Source: an optimization exercise on an open RTL-to-GDS flow (aim: small area and a short achievable clock period). Production flows keep margins and buffers that such runs may drop. The RTL was checked by simulation tests, not by an equivalence proof against the original design. No activity file was given, so power comes from the tool's default toggle rates.

## flow/design.v (module list and top-level ports; edited modules follow where they fit)
// module pp_init_stage: 41 lines
// module am_fa: 11 lines
// module csa_row_stage: 1482 lines
// module cpa_stage: 670 lines
// module am_mult_top: 49 lines
module am_mult_top
(
  input  logic                      clk,
  input  logic                      arst_n,
  input  logic [am_pkg::OP_W-1:0]   a,
  input  logic [am_pkg::OP_W-1:0]   b,
  output logic [am_pkg::PROD_W-1:0] product
);
  // ...
==> flow/flow/run.sh <==
#!/bin/bash
# The standard layout (standard.sh), with one change to how ORFS builds
# it: the ports are buffered with buf_2. buffer_ports otherwise picks a slow
# delay cell (clkdlybuf4s50), which then sits on every output path.
set -euo pipefail
echo 'export BUFFER_PORTS_ARGS = -buffer_cell sky130_fd_sc_hd__buf_2' >> config.mk
bash standard.sh > standard.log 2>&1
==> flow/standard.sh <==
#!/bin/bash
# synth_recipe.tcl (not shown) runs the flow's synth.tcl, then flattens the netlist and writes it again
# the make line also repeats each setting of config.mk as NAME=value (left out here)
make -C /OpenROAD-flow-scripts/flow DESIGN_CONFIG=/design/flow/config.mk WORK_HOME=/design/flow/orfs CLKGATE_MAP_FILE= SYNTH_SCRIPT=/design/flow/synth_recipe.tcl "${@:-finish}"
==> flow/config.mk <==
export PLATFORM = sky130hd
export DESIGN_NAME = am_mult_top
export DESIGN_NICKNAME = am_mult_top
export VERILOG_FILES = /design/flow/design.v
export SDC_FILE = /design/flow/constraint.sdc
export NUM_CORES = 4
export LEC_CHECK = 0
export CAP_MARGIN = 20
export CORE_MARGIN = 2
export CORE_UTILIZATION = 65
export CTS_CLUSTER_DIAMETER = 120
export CTS_CLUSTER_SIZE = 22
export SLEW_MARGIN = 20
export SYNTH_HIERARCHICAL = 1
export SYNTH_MINIMUM_KEEP_SIZE = 0
export BUFFER_PORTS_ARGS = -buffer_cell sky130_fd_sc_hd__buf_2
==> flow/constraint.sdc <==
create_clock -name core_clock -period 9.5 [get_ports {clk}]
set_input_delay 1.9000 -clock core_clock [delete_from_list [all_inputs] [get_ports {clk}]]
set_output_delay 1.9000 -clock core_clock [all_outputs]
set_load 0.01 [all_outputs]
==> results by group, run 1 <==
GRT
  • Layer with the highest usage: met2
  • Met2 usage: between 40 and 50%
  • Number of global-route vias before repair: 14800
  • Global-route wire length before repair: roughly 85000 microns

Power
  • Internal power: around 0.0047 W
  • Switching power total: around 0.0035 W
  • Net Sw Frac: 42.6%
  • Seq power: between 0.002 and 0.0025 W

Clocking
  • Clk root buf: clkbuf_16
  • Clock Sinks: around 390
  • H-tree Lvls: 1
  • Post-CTS Hold Fix Bufs: 0

STA
  • Tightest Pin Transition: approximately 890 ps
  • # setup viols final: 0
  • Setup slack after layout: between 6000 and 7000 ps
  • Headroom to the max-slew limit: ~41%

Synth
  • Mapped Cells: around 1800
  • Synthesized-area fraction occupied by adder cells: between 20 and 30%
  • Async SR Flop Fraction: 13.5%
  • Syn Std Cell Area: roughly 0.023 sq mm
  • Syn avg cell area: between 10 and 15 sq um
  • Count leader, synth: dfxtp_1
  • Synth cell types: 61
  • Most frequent cells after synthesis: dfxtp_1, xnor2_1, fa_1

Finish
  • Num sequential: ~390
  • Inverters: 45
  • Share of cells above drive strength 1: roughly an eighth
  • Data buffer area share: under 10%
  • Flip-flop count of the largest register after layout: between 100 and 150
  • Most flops, register: tree_i.cs_q

Die
  • # IOs: 98
  • Die width: approximately 190 microns

Route
  • Routed WL: ~55000 microns
  • Vias per cell: 6.13
  • Via count: 14200

Worst setup path
  • WS Path Type: flip-flop to flip-flop
  • Startpoint Class: flip-flop
  • Reg2reg start: ops_i.one_q[6]
  • Worst setup path startpoint: ops_i.one_q[6]

Placed design
  • Placement Setup Slack: between 5000 and 6000 ps
  • Placed cell count: 2291
  • PortBufs: 97

Outcome
  • Run status: finished clean
==> run 2, diff against run 1 <==
==> flow/flow/run.sh (replaced) <==
#!/bin/bash
# The standard layout, with two changes to how ORFS builds it:
#  - ports are buffered with buf_2 (buffer_ports otherwise picks a slow
#    delay cell, which sits on every output path);
#  - repair_timing aims for 6.3 ns of setup slack at the design's period,
#    so that it sizes the critical paths (the SDC is not changed).
set -euo pipefail
echo 'export BUFFER_PORTS_ARGS = -buffer_cell sky130_fd_sc_hd__buf_2' >> config.mk
echo 'export SETUP_SLACK_MARGIN = 6.3' >> config.mk
bash standard.sh > standard.log 2>&1
--- a/flow/config.mk
+++ b/flow/config.mk
@@ -7,3 +7,3 @@
 export LEC_CHECK = 0
-export CAP_MARGIN = 20
+export CAP_MARGIN = 50
 export CORE_MARGIN = 2
@@ -12,3 +12,3 @@
 export CTS_CLUSTER_SIZE = 22
-export SLEW_MARGIN = 20
+export SLEW_MARGIN = 70
 export SYNTH_HIERARCHICAL = 1
@@ -16 +16,2 @@
 export BUFFER_PORTS_ARGS = -buffer_cell sky130_fd_sc_hd__buf_2
+export SETUP_SLACK_MARGIN = 6.3
==> results by group, run 2 <==
Outcome
  • Run status: finished clean (unchanged)

Clocking
  • Clock-pin slew on the worst setup and hold paths: 100 ps (about the same)
  • H-tree Lvls: 1 (unchanged)
  • Clock tree buffer depth: 3 (unchanged)
  • TritonCTS clock tree: yes (unchanged)
  • Clk root buf: clkbuf_16 (unchanged)
  • Worst skew pair latency: 560 ps (about the same)
  • CTS Buf Count: 21 (unchanged)
  • Clock Sinks: 394 (unchanged)

Worst setup path
  • CP most frequent cell: fa_1 (unchanged)
  • WS Path Type: flip-flop to flip-flop (unchanged)
  • Max Fanout on Critical Path: 25 (was 13)
  • Critical-path top delay cell: fa_1 (was dfxtp_1)
  • Reg2reg start: ops_i.a_q[14] (was ops_i.one_q[6])
  • Worst path max stage delay: 540 ps (was 680 ps)
  • Crit path max-delay family: adder cells (unchanged)
  • Crit-path cells: buf_4 -> a22oi_1 -> xnor2_1 -> fa_1 -> fa_1 -> fa_1 -> fa_1 (unchanged)
  • FF-to-FF End: tree_i.cs_q[84] (was tree_i.cs_q[87])
  • Critical Path End Type: flip-flop (unchanged)
  • WP buf/inv: 1 (unchanged)
  • Worst setup path startpoint: ops_i.a_q[14] (was ops_i.one_q[6])
  • Crit path arrival time: 3550 ps (was 3750 ps)
  • Reg-to-reg slack, setup: 6370 ps (was 6190 ps)
  • Startpoint Class: flip-flop (unchanged)
  • R2R depth: 7 (unchanged)
  • WP data required: 9920 ps (was 9940 ps)

Power
  • Worst vdd ir: 0.348 mV (was 0.300 mV)
  • Internal power: 0.00476 W (was 0.00471 W)
  • Clock network fraction of total power: 11.3% (about the same)
  • Net Sw Frac: 42.7% (was 42.6%)
  • Seq pwr share: 27.8% (was 28.2%)
  • PwrDens: 351 mW/mm^2 (was 349 mW/mm^2)
  • Lkg Pwr: 9.38 nW (was 9.33 nW)
  • Switching power total: 0.00355 W (was 0.00349 W)
  • Total power: 0.00831 W (was 0.00820 W)
  • Part of the power in combinational logic: 60.9% (was 60.5%)

Die
  • Std-Cell Rows: 68 (unchanged)
  • Die H: 192 microns (unchanged)
  • # IOs: 98 (unchanged)
  • Die area: 0.0367 sq mm (unchanged)
  • Core Area: 0.0346 sq mm (unchanged)
  • Initial Util: 66.0% (unchanged)
  • Die width: 192 microns (unchanged)

STA
  • Setup TNS: 0 ps (unchanged)
  • Slew Viols, Final: 0 (unchanged)
  • Fin. Hold Viols: 0 (unchanged)
  • F_max: 0.319 GHz (was 0.302 GHz)
  • Final Skew: 28.1 ps (was 35.7 ps)
  • RSZ-0062 raised after global routing: yes (was no)
  • # setup viols final: 0 (unchanged)
  • Min Tclk post-route: 3130 ps (was 3310 ps)
  • Final period utilization: 33.0% (was 34.8%)

Hold path
  • Min-delay src: ops_i.b_r[38] (was ops_i.a_r[10])
  • Hold-critical path depth: 0 (unchanged)
  • Hold Path End: ops_i.b_r[62] (was ops_i.a_r[34])
  • Worst Hold Class: flip-flop to flip-flop (unchanged)

Synth
  • Ys flop type: dfxtp_1 (unchanged)
  • Most frequent cells after synthesis: dfxtp_1, xnor2_1, fa_1 (unchanged)
  • Mapped Nets: 2231 (unchanged)
  • Synth area leaders: dfxtp_1, fa_1, xnor2_1 (unchanged)
  • Async SR Flop Fraction: 13.5% (unchanged)
  • Yosys warning count: 10 (unchanged)
  • Share of the synthesized area in the top cell type: 29.9% (unchanged)
  • Syn avg cell area: 12.4 sq um (unchanged)
  • Cell taking the most area after synthesis: dfxtp_1 (unchanged)
  • Post-synth EDFFs: 0 (unchanged)
  • Mapped Cells: 1844 (unchanged)
  • Syn Std Cell Area: 0.0229 sq mm (unchanged)
  • Count leader, synth: dfxtp_1 (unchanged)
  • Post-synthesis sequential area ratio: 35.7% (unchanged)
  • Yosys reg bits: 394 (unchanged)
  • Synth cell types: 61 (unchanged)

Finish
  • Commonest non-fill, non-tap cell in the layout: dfxtp_1 (unchanged)
  • P&R area growth vs syn: 3.55% (was 2.72%)
  • Nets: 2249 (was 2246)
  • Diodes inserted: 0 (unchanged)
  • Flip-flop count of the largest register after layout: 137 (unchanged)
  • Layout fillers: 2594 (was 2624)
  • Top Registers: tree_i.cs_q: 137 flops, ops_i.a_r: 72 flops, ops_i.b_r: 72 flops (unchanged)
  • Most frequent cells in the layout: dfxtp_1, xnor2_1, fa_1, a22oi_1, buf_2 (unchanged)
  • Share of cells above drive strength 1: 13.3% (was 12.4%)
  • Most flops, register: tree_i.cs_q (unchanged)

Route
  • Metal3 WL: 6570 microns (was 6580 microns)
  • Drt first pass iters: 6 (was 7)
  • Routed WL: 54900 microns (was 54700 microns)
  • Wire length on met1: 22800 microns (was 22900 microns)
  • Vias per cell: 6.14 (was 6.13)
  • Initial drt markers: 1425 (was 1274)
  • Top sig layer: met4 (was met5)
  • DRC: 0 (unchanged)
  • Via count: 14300 (was 14200)
  • Routed WL per cell: 23.6 microns (about the same)
  • Routed Antenna Nets: 0 (unchanged)
  • DR WL met2: 24000 microns (was 23800 microns)

Placed design
  • PortBufs: 97 (unchanged)
  • Gpl congestion: 0.877 (unchanged)
  • Post-DP HPWL: 34700 microns (about the same)

GRT
  • Total congestion overflow: 0 (unchanged)
  • Global-route wire length before repair: 84900 microns (was 85300 microns)
  • Number of global-route vias before repair: 14700 (was 14800)
  • Largest net degree at the start of global routing: 54 (unchanged)
  • Global Route Usage Sum: 30.7% (was 30.8%)
  • Initial antenna violation count: 0 (unchanged)

Flow run
  • Maximum Capacitance Violations: 0 (unchanged)
-- run 2: power by group through the flow --
stage	combinational (W)	sequential (W)	clock [W]
final	0.00507	0.00231	0.000938
after global routing	0.00566	0.00236	0.00102
after CTS	0.00496	0.00231	0.000962
after detailed placement	0.00493	0.00235	0
after global placement	0.00476	0.00234	0
after floorplan	0.00358	0.00235	0
-- run 2: metal layers --
| metal | up-vias | global-route usage [%] |
|---|---|---|
| met3 | 124 | 9.23 |
| met4 | 0 | 8.88 |
| met2 | 824 | 46.6 |
| met5 | - | 0 |
| li1 | 6212 | - |
| met1 | 7100 | 42.8 |
-- run 2: what timing repair did --
item / 4_1_cts / 5_1_grt
pin swaps: 0 / 4
endpoints found under the setup margin: 1 / 26
hold buffers: 0 / 0
resized for setup: 1 / 16
setup buffers: 0 / 0
-- run 2: through the flow --
step / util (%) / std cells / hold slack [ps] / setup slack (ps) / cell area, sq um
finish: 68.4 / 2323 / 308 / 6370 / 23700
global route: 68.4 / 2323 / 331 / 6300 / 23700
CTS: 68.1 / 2321 / 314 / 6340 / 23600
detailed placement: 66.4 / 2292 / 312 / 6330 / 23000
global placement: 66.2 / 2291 / 309 / 6000 / 22900
floorplan: - / 1844 / 310 / 6560 / 22900
-- run 2: Yosys stat by module, one instance, submodules excluded --
module         cell area [sq um]  times used
am_mult_top                  129           1
am_fa                       20.0         265
cpa_stage                   3490           1
csa_row_stage               9540           1
pp_init_stage               4400           1
-- run 2: logic make-up after synthesis --
group	synth area share, %
flops	35.7
fa+ha+maj	27.3
compound gates	12.7
mux	0.219
buf+inv	7.07
other cells	0.0164
simple gates	4.28
xor+xnor	12.8
-- run 2: worst max-delay path by stage --
stage	end	slack [ps]	cells past startpoint
4_1_cts	tree_i.cs_q[84]	6340	7
6_report	tree_i.cs_q[84]	6370	7
5_1_grt	cpa_i.product[44]	6300	10
2_1_floorplan	tree_i.cs_q[72]	6560	8
3_3_place_gp	tree_i.cs_q[75]	6000	6
3_5_place_dp	tree_i.cs_q[84]	6330	7
-- run 2: area by class of cell --
type                    instances  area, sq um  area share [%]
multi-input cells            1240        13100            55.5
flip-flops and latches        394         8170            34.5
repair buffers                160         1050            4.45
well taps                     455          569            2.40
clock buffers                  28          562            2.37
inverters                      45          171           0.724
clock inverters                 1         8.76          0.0370
-- run 2: worst reg2reg max path: cells and delay by family, from the launching register on --
family | cells | cell delay (ps)
buffers and inverters | 1 | 390
adders and majority gates | 4 | 1870
AOI/OAI and AO/OA | 1 | 190
DFF | 1 | 310
xor gates and xnor gates | 1 | 240

[separate check: timing with driven ports]
No port has a modelled driver above. Below, the same layouts with a new extraction and two added sets of constraints. Step 1 assumes that a clkbuf_16 drives the clock port and a buf_2 every other input. Step 2 also shifts input and output timing later by t, the mid clock arrival at the registers, as if the neighbouring blocks saw the same clock. Slacks: ideal / step 1 / step 2; pairs: ideal / step 1.
run	t, ns	setup WS [ns]	hold slack, ns
run 1	0.597	6.191 / 6.191 / 6.191	0.316 / 0.316 / 0.316
run 2	0.601	6.366 / 6.366 / 6.366	0.308 / 0.308 / 0.308
After both steps every run listed still meets setup and hold.
